This is an optimization exercise on Yosys and OpenROAD, whose aim is small area, not a production implementation.
In this exercise RTL edits were held to simulation tests only and were not proved equivalent to the original.
Power and IR drop assume default switching activity.

Setup of v25:
## hdc_encoder_top
module hdc_encoder_top (
  input  logic              clk_i,
  input  logic              arst_n_i,
  input  logic              req_valid_i,
  input  logic              req_last_i,
  input  logic              req_cim_a_i,
  input  logic              req_cim_b_i,
  input  logic [9:0]        req_addr_a_i,
  input  logic [9:0]        req_addr_b_i,
  output logic [127:0]      qhv_o,
  output logic              qhv_valid_o
);
Size in the first run: ~6200 cells after synthesis, ~160 I/O pins, ~52000 um^2 of cells after synthesis.
export LEC_CHECK = 0
export ABC_AREA = 0
export CAP_MARGIN = 0
export CORE_MARGIN = 2
export CORE_UTILIZATION = 55
export CTS_BUF_LIST = sky130_fd_sc_hd__clkbuf_8
export CTS_CLUSTER_DIAMETER = 60
export CTS_CLUSTER_SIZE = 16
export PLACE_DENSITY = 0.7
export SLEW_MARGIN = 0
export SYNTH_HIERARCHICAL = 1
create_clock -name core_clock -period 5.0 [get_ports {clk_i}]
run.sh (not shown) runs the stock make flow with config.mk's settings and CLKGATE_MAP_FILE= SYNTH_SCRIPT=/design/flow/synth_recipe.tcl, a recipe that flattens the netlist after the stock synthesis.
Modified inputs, v14 compared to v25
Settings: a deleted CTS_BUF_LIST that had been sky130_fd_sc_hd__clkbuf_8; a change of SLEW_MARGIN from 0 to 20; a change of CAP_MARGIN from 0 to 20; a change of CTS_CLUSTER_DIAMETER from 60 to 100; a change of CTS_CLUSTER_SIZE from 16 to 25.
==> flow/flow/run.sh (new file) <==
#!/bin/bash
# Standard layout, with the port buffers made from the smallest buffer cell.
set -euo pipefail
bash standard.sh BUFFER_PORTS_ARGS="-buffer_cell sky130_fd_sc_hd__buf_1" finish > standard.log 2>&1
==> flow/standard.sh (new file) <==
#!/bin/bash
# synth_recipe.tcl (not shown) runs the flow's synth.tcl, then flattens the netlist and writes it again
# the make line also repeats each setting of config.mk as NAME=value (left out here)
make -C /OpenROAD-flow-scripts/flow DESIGN_CONFIG=/design/flow/config.mk WORK_HOME=/design/flow/orfs CLKGATE_MAP_FILE= SYNTH_SCRIPT=/design/flow/synth_recipe.tcl "${@:-finish}"
removed: flow/run.sh
Results
v14 ended with every stage complete and zero timing, DRC or antenna violations. v14 vs. v25: final area lower, routed wire length on met3 moved down, placed wire-length estimate after detailed placement saw little to no change. The final reports for v14 and v25 show clock-buffer cell count lower in the former. v14: worst hold-check slack 0.27 ns below v25. v14 against v25; first-iteration DRC count is up by a little under 10%. | total length of routed met2 wires | higher: v14 |. Relative to v25, post-layout total power has gone down in v14.
> inputs changed (v14 -> v45)
Settings: CAP_MARGIN: 20 -> 0; SLEW_MARGIN: 20 -> 0.
==> flow/run.sh (new file) <==
#!/bin/bash
# synth_recipe.tcl (not shown) runs the flow's synth.tcl, then flattens the netlist and writes it again
# the make line also repeats each setting of config.mk as NAME=value (left out here)
make -C /OpenROAD-flow-scripts/flow DESIGN_CONFIG=/design/flow/config.mk WORK_HOME=/design/flow/orfs CLKGATE_MAP_FILE= SYNTH_SCRIPT=/design/flow/synth_recipe.tcl finish
removed: flow/flow/run.sh
removed: flow/standard.sh
Notes after the runs:
Looking at the reports, v45 completed the entire flow and the layout it produced met the timing, design-rule and antenna checks.
Diff v14 -> v45 | maximum clock rate | up slightly
Max post-route clock period utilization across v14 and v45: v14
Relative to v14, final period demand of the worst path decreased by 0.016 ns in v45.
Summary of v45 over v14: wire length on met2 ~0 delta, design area +1.4%.
Mux cell area share after synthesis: v45 vs v14 identical
Comparing v14 and v45, part of the total power dissipated in combinational logic is lower on v14.
Compared with v14, in v45 met2 routing resource usage after global routing climbed 0.34 points, final hold slack climbed 0.34 ns, count of clock-buffer cells in the layout dropped 3.6%.

## job 101
The RTL this note starts from:
==> flow/design.v <==
`default_nettype none
package hdc_pkg;
  localparam int unsigned HV_DIM     = 128;
  localparam int unsigned IM_ADDR_W  = 10;
  localparam int unsigned SET_W      = 3;
  localparam int unsigned INDEX_W    = 7;
  localparam int unsigned SEED_W     = 32;
  localparam int unsigned NUM_SETS   = 8;
  localparam int unsigned BUND_CNT_W = 8;
  localparam logic [SEED_W-1:0] CIM_BASE_SEED = 32'd621635317;
  localparam logic [NUM_SETS*SEED_W-1:0] ORTHO_SEEDS = {
    32'd2535149661,
    32'd2525737372,
    32'd4032445525,
    32'd811160829,
    32'd2850820469,
    32'd3074702788,
    32'd2391206478,
    32'd1103779247
  };
endpackage
module hdc_nor2  (input wire a, input wire b, output wire y);                  assign y = ~(a | b);              endmodule
module hdc_and2  (input wire a, input wire b, output wire y);                  assign y = a & b;                 endmodule
module hdc_xor2  (input wire a, input wire b, output wire y);                  assign y = a ^ b;                 endmodule
module hdc_xnor2 (input wire a, input wire b, output wire y);                  assign y = ~(a ^ b);              endmodule
module hdc_o21ai (input wire a1, input wire a2, input wire b1, output wire y); assign y = ~((a1 | a2) & b1);     endmodule
module hdc_o21a  (input wire a1, input wire a2, input wire b1, output wire y); assign y = (a1 | a2) & b1;        endmodule
module hdc_mux2i (input wire a0, input wire a1, input wire s, output wire y);  assign y = ~(s ? a1 : a0);         endmodule
`default_nettype wire
`default_nettype none
module item_mem_port (
  input  logic        cim_i,
  input  logic [2:0]  set_i,
  input  logic [4:0]  rot_i,      
  output logic [31:0] nrot_o
);
  logic [31:0] seed;
  logic [4:0]  sel;
  logic [31:0] st [6];
  assign seed  = (cim_i ? hdc_pkg::CIM_BASE_SEED
                        : hdc_pkg::ORTHO_SEEDS[set_i*32 +: 32]);
  assign sel   = rot_i & {5{~cim_i}};
  assign st[0] = seed;
  for (genvar k = 0; k < 5; k++) begin : g_stage
    for (genvar j = 0; j < 32; j++) begin : g_bit
      hdc_mux2i u_mux (
        .a0 ( st[k][j]                   ),
        .a1 ( st[k][(j + 32 - (1 << k)) % 32] ),
        .s  ( sel[k]                     ),
        .y  ( st[k+1][j]                 )
      );
    end
  end
  assign nrot_o = st[5];
endmodule
`default_nettype wire
`default_nettype none
module hv_bundler (
  input  logic         clk_i,
  input  logic         arst_n_i,
  input  logic         valid_i,
  input  logic         last_i,
  input  logic [127:0] e_i,        
  output logic         par_o,      
  output logic [127:0] qhv_o,
  output logic         qhv_valid_o
);
  logic start_q;
  logic par_q;
  logic qhv_valid_q;
  logic [127:0][7:0] x_q;
  logic [127:0][7:0] x_d;
  always_ff @(posedge clk_i or negedge arst_n_i) begin
    if (!arst_n_i) begin
      start_q     <= 1'b1;
      par_q       <= 1'b0;
      qhv_valid_q <= 1'b0;
    end else begin
      qhv_valid_q <= valid_i & last_i;
      if (valid_i) begin
        start_q <= last_i;
        par_q   <= ~par_o;
      end
    end
  end
  assign par_o = par_q & ~start_q;
  logic nvalid, nstart;
  assign nvalid = ~valid_i;
  assign nstart = ~start_q;
  for (genvar i = 0; i < 128; i++) begin : g_pos
    logic [7:0] t;     
    logic [6:0] nm, u;
    logic       m7;
    assign t[0] = e_i[i];
    for (genvar k = 0; k < 7; k++) begin : g_bit
      hdc_nor2 u_nm (.a(x_q[i][k]), .b(start_q), .y(nm[k]));
      if (k % 2 == 0) begin : g_even
        hdc_nor2  u_u (.a(nvalid), .b(t[k]), .y(u[k]));
        hdc_o21ai u_t (.a1(x_q[i][k]), .a2(start_q), .b1(t[k]), .y(t[k+1]));
      end else begin : g_odd
        hdc_and2  u_u (.a(valid_i), .b(t[k]), .y(u[k]));
        hdc_nor2  u_t (.a(t[k]), .b(nm[k]), .y(t[k+1]));
      end
      hdc_xnor2 u_d (.a(nm[k]), .b(u[k]), .y(x_d[i][k]));
    end
    hdc_and2  u_m7 (.a(x_q[i][7]), .b(nstart), .y(m7));
    hdc_xnor2 u_d7 (.a(m7), .b(t[7]), .y(x_d[i][7]));
    assign qhv_o[i] = x_q[i][7];
  end
  always_ff @(posedge clk_i) begin
    x_q <= x_d;
  end
  assign qhv_valid_o = qhv_valid_q;
endmodule
`default_nettype wire
`default_nettype none
module hdc_encoder_top (
  input  logic              clk_i,
  input  logic              arst_n_i,
  input  logic              req_valid_i,
  input  logic              req_last_i,
  input  logic              req_cim_a_i,
  input  logic              req_cim_b_i,
  input  logic [9:0]        req_addr_a_i,
  input  logic [9:0]        req_addr_b_i,
  output logic [127:0]      qhv_o,
  output logic              qhv_valid_o
);
  logic       valid_q;
  logic       last_q;
  logic       cim_a_q, cim_b_q;
  logic [2:0] set_a_q, set_b_q;
  logic [4:0] rot_a_q, rot_b_q;
  logic [6:0] lo_q, hi_q;
  logic [6:0] flip_a, flip_b, lo_d, hi_d;
  assign flip_a = req_cim_a_i ? req_addr_a_i[9:3] : 7'd0;
  assign flip_b = req_cim_b_i ? req_addr_b_i[9:3] : 7'd0;
  assign lo_d   = (flip_a < flip_b) ? flip_a : flip_b;
  assign hi_d   = (flip_a < flip_b) ? flip_b : flip_a;
  always_ff @(posedge clk_i or negedge arst_n_i) begin
    if (!arst_n_i) begin
      valid_q <= 1'b0;
    end else begin
      valid_q <= req_valid_i;
    end
  end
  always_ff @(posedge clk_i) begin
    last_q  <= req_last_i;
    cim_a_q <= req_cim_a_i;
    cim_b_q <= req_cim_b_i;
    set_a_q <= req_addr_a_i[9:7];
    set_b_q <= req_addr_b_i[9:7];
    rot_a_q <= req_addr_a_i[4:0];
    rot_b_q <= req_addr_b_i[4:0];
    lo_q    <= lo_d;
    hi_q    <= hi_d;
  end
  logic         par, nvalid;
  logic [31:0]  nrot_a, nrot_b, per_x, per_p, per;
  logic [6:0]   lo, hi;
  assign nvalid = ~valid_q;
  item_mem_port u_im_a (.cim_i(cim_a_q), .set_i(set_a_q), .rot_i(rot_a_q), .nrot_o(nrot_a));
  item_mem_port u_im_b (.cim_i(cim_b_q), .set_i(set_b_q), .rot_i(rot_b_q), .nrot_o(nrot_b));
  for (genvar j = 0; j < 32; j++) begin : g_per
    hdc_xnor2 u_x (.a(nrot_a[j]), .b(nrot_b[j]), .y(per_x[j]));
    hdc_xor2  u_p (.a(per_x[j]), .b(par), .y(per_p[j]));
    hdc_nor2  u_v (.a(nvalid), .b(per_p[j]), .y(per[j]));
  end
  assign lo = lo_q;
  assign hi = hi_q;
  logic [7:0]  lo_gln, lo_gen, hi_gln, hi_gen;
  logic [15:0] lo_lln, hi_lln;
  always_comb begin
    for (int v = 0; v < 8; v++) begin
      lo_gln[v] = ~(v < lo[6:4]);
      lo_gen[v] = ~(v == lo[6:4]);
      hi_gln[v] = ~((v < hi[6:4]) & valid_q);
      hi_gen[v] = ~((v == hi[6:4]) & valid_q);
    end
    for (int v = 0; v < 16; v++) begin
      lo_lln[v] = ~(v < lo[3:0]);
      hi_lln[v] = ~(v < hi[3:0]);
    end
  end
  logic [127:0] lt_lo, nlt_hi, band, e;
  for (genvar i = 0; i < 128; i++) begin : g_bind
    hdc_o21ai u_lo (.a1(lo_gen[i/16]), .a2(lo_lln[i%16]), .b1(lo_gln[i/16]), .y(lt_lo[i]));
    hdc_o21a  u_hi (.a1(hi_gen[i/16]), .a2(hi_lln[i%16]), .b1(hi_gln[i/16]), .y(nlt_hi[i]));
    hdc_nor2  u_bd (.a(nlt_hi[i]), .b(lt_lo[i]), .y(band[i]));
    hdc_xor2  u_e  (.a(per[i % 32]), .b(band[i]), .y(e[i]));
  end
  hv_bundler u_bundler (
    .clk_i       ( clk_i       ),
    .arst_n_i    ( arst_n_i    ),
    .valid_i     ( valid_q     ),
    .last_i      ( last_q      ),
    .e_i         ( e           ),
    .par_o       ( par         ),
    .qhv_o       ( qhv_o       ),
    .qhv_valid_o ( qhv_valid_o )
  );
endmodule
`default_nettype wire
clock: 5.0 ns
lec_check: 0
abc_area: 0
cap_margin: 20
core_margin: 2
core_utilization: 55
cts_cluster_diameter: 100
cts_cluster_size: 32
place_density: 0.7
slew_margin: 20
synth_hierarchical: 1
Stock flow here: none of the scripts above is used.
For job 102, these inputs were changed with respect to job 101:
# job 101
export LEC_CHECK = 0
export ABC_AREA = 0
export CAP_MARGIN = 20
export CORE_MARGIN = 2
export CORE_UTILIZATION = 55
export CTS_CLUSTER_DIAMETER = 100
export CTS_CLUSTER_SIZE = 32
export PLACE_DENSITY = 0.7
export SLEW_MARGIN = 20
export SYNTH_HIERARCHICAL = 1
create_clock -name core_clock -period 5.0 [get_ports {clk_i}]
# job 102
export LEC_CHECK = 0
export ABC_AREA = 0
export CAP_MARGIN = 20
export CORE_MARGIN = 2
export CORE_UTILIZATION = 55
export CTS_CLUSTER_DIAMETER = 100
export CTS_CLUSTER_SIZE = 25
export PLACE_DENSITY = 0.7
export SLEW_MARGIN = 20
export SYNTH_HIERARCHICAL = 1
create_clock -name core_clock -period 5.0 [get_ports {clk_i}]
==> comparison <==
- Lower post-route fraction of the period consumed by the critical path goes to job 101 over job 102.
- Job 101 and job 102 ended up with roughly the same post-synthesis to final-layout area growth.
- From job 101 to job 102 the numbers moved as follows: overall power consumption higher, total non-filler cell area in the finished layout flat.
- Between job 102 and job 101, the overall fraction of global-route tracks in use does not differ in any meaningful way.
Relative to job 102, the following input files were edited for job 103:
# job 102
export LEC_CHECK = 0
export ABC_AREA = 0
export CAP_MARGIN = 20
export CORE_MARGIN = 2
export CORE_UTILIZATION = 55
export CTS_CLUSTER_DIAMETER = 100
export CTS_CLUSTER_SIZE = 25
export PLACE_DENSITY = 0.7
export SLEW_MARGIN = 20
export SYNTH_HIERARCHICAL = 1
create_clock -name core_clock -period 5.0 [get_ports {clk_i}]
# job 103
export LEC_CHECK = 0
export ABC_AREA = 0
export CAP_MARGIN = 20
export CORE_MARGIN = 2
export CORE_UTILIZATION = 55
export CTS_CLUSTER_DIAMETER = 80
export CTS_CLUSTER_SIZE = 20
export PLACE_DENSITY = 0.7
export SLEW_MARGIN = 20
export SYNTH_HIERARCHICAL = 1
create_clock -name core_clock -period 5.0 [get_ports {clk_i}]
Area taken by multi-input logic gates across job 102 and job 103: no real change. Changes observed in job 103 relative to job 102: measured slew at the worst slew-check pin increased 0.052 ns, total via count after detailed routing increased 157. On job 103: clock edge transition at the registers on the reported setup and hold paths is 0.02 ns lower than what job 102 gave. [job 103] met2 usage in global routing rose 0.53 points relative to job 102. Between job 102 and job 103, the difference in final-layout non-clock buffer area share is negligible. Summary of job 103 over job 102: first-iteration DRC count grew by about 4%; worst hold margin dropped 0.0049 ns; detailed-route vias per instance closely matched the old numbers; data arrival time at the worst-slack endpoint down 0.05 ns; power went up.
What job 104 does differently from job 103 at the input level:
# job 103
export LEC_CHECK = 0
export ABC_AREA = 0
export CAP_MARGIN = 20
export CORE_MARGIN = 2
export CORE_UTILIZATION = 55
export CTS_CLUSTER_DIAMETER = 80
export CTS_CLUSTER_SIZE = 20
export PLACE_DENSITY = 0.7
export SLEW_MARGIN = 20
export SYNTH_HIERARCHICAL = 1
create_clock -name core_clock -period 5.0 [get_ports {clk_i}]
# job 104
export LEC_CHECK = 0
export ABC_AREA = 0
export CAP_MARGIN = 20
export CORE_MARGIN = 2
export CORE_UTILIZATION = 55
export PLACE_DENSITY = 0.7
export SLEW_MARGIN = 20
export SYNTH_HIERARCHICAL = 1
create_clock -name core_clock -period 5.0 [get_ports {clk_i}]
Findings:
Total via count after detailed routing delta (job 104 − job 103): unfavourable. Job 104: done, clean on timing, DRC and antenna. Summary of job 104 over job 103: count of inverters not on the clock network in the layout saw little to no change; average wire per standard cell saw little to no change; cell count saw an increase. End of the critical path = u_bundler.x_q[903]$_DFF_P_: job 103; end of the critical path = u_bundler.x_q[111]$_DFF_P_: job 104. Summary of job 104 over job 103: time the final worst path needs with I/O delays and setup rose 0.0085 ns; maximum frequency held steady.

[what the ideal ports hide]
Ports are ideal in the flow. The routed layouts listed here were re-timed in OpenROAD.
Step 1 assumes that a clkbuf_16 drives the clock port and a buf_2 every other input.
Step 2 times the ports against the registers' clock, not the clock port: input delays grow and output delays shrink by t, the midpoint of the rising clock arrivals with the driver on.
a / b / c = ideal / step 1 / step 2; a / b = the first two.
run | t (ns) | slack for setup (ns) | clock arrival spread, ns
v25 | 0.839 | 0.320 / 0.320 / 0.320 | 0.033 / 0.033
v14 | 0.733 | 0.351 / 0.351 / 0.351 | 0.038 / 0.038
v45 | 0.730 | 0.367 / 0.367 / 0.367 | 0.025 / 0.026
job 101 | 0.686 | 0.370 / 0.370 / 0.370 | 0.057 / 0.056
job 102 | 0.714 | 0.320 / 0.320 / 0.320 | 0.048 / 0.048
job 103 | 0.712 | 0.347 / 0.347 / 0.347 | 0.025 / 0.025
job 104 | 0.763 | 0.339 / 0.339 / 0.339 | 0.043 / 0.044
After both steps every run listed still meets setup and hold.
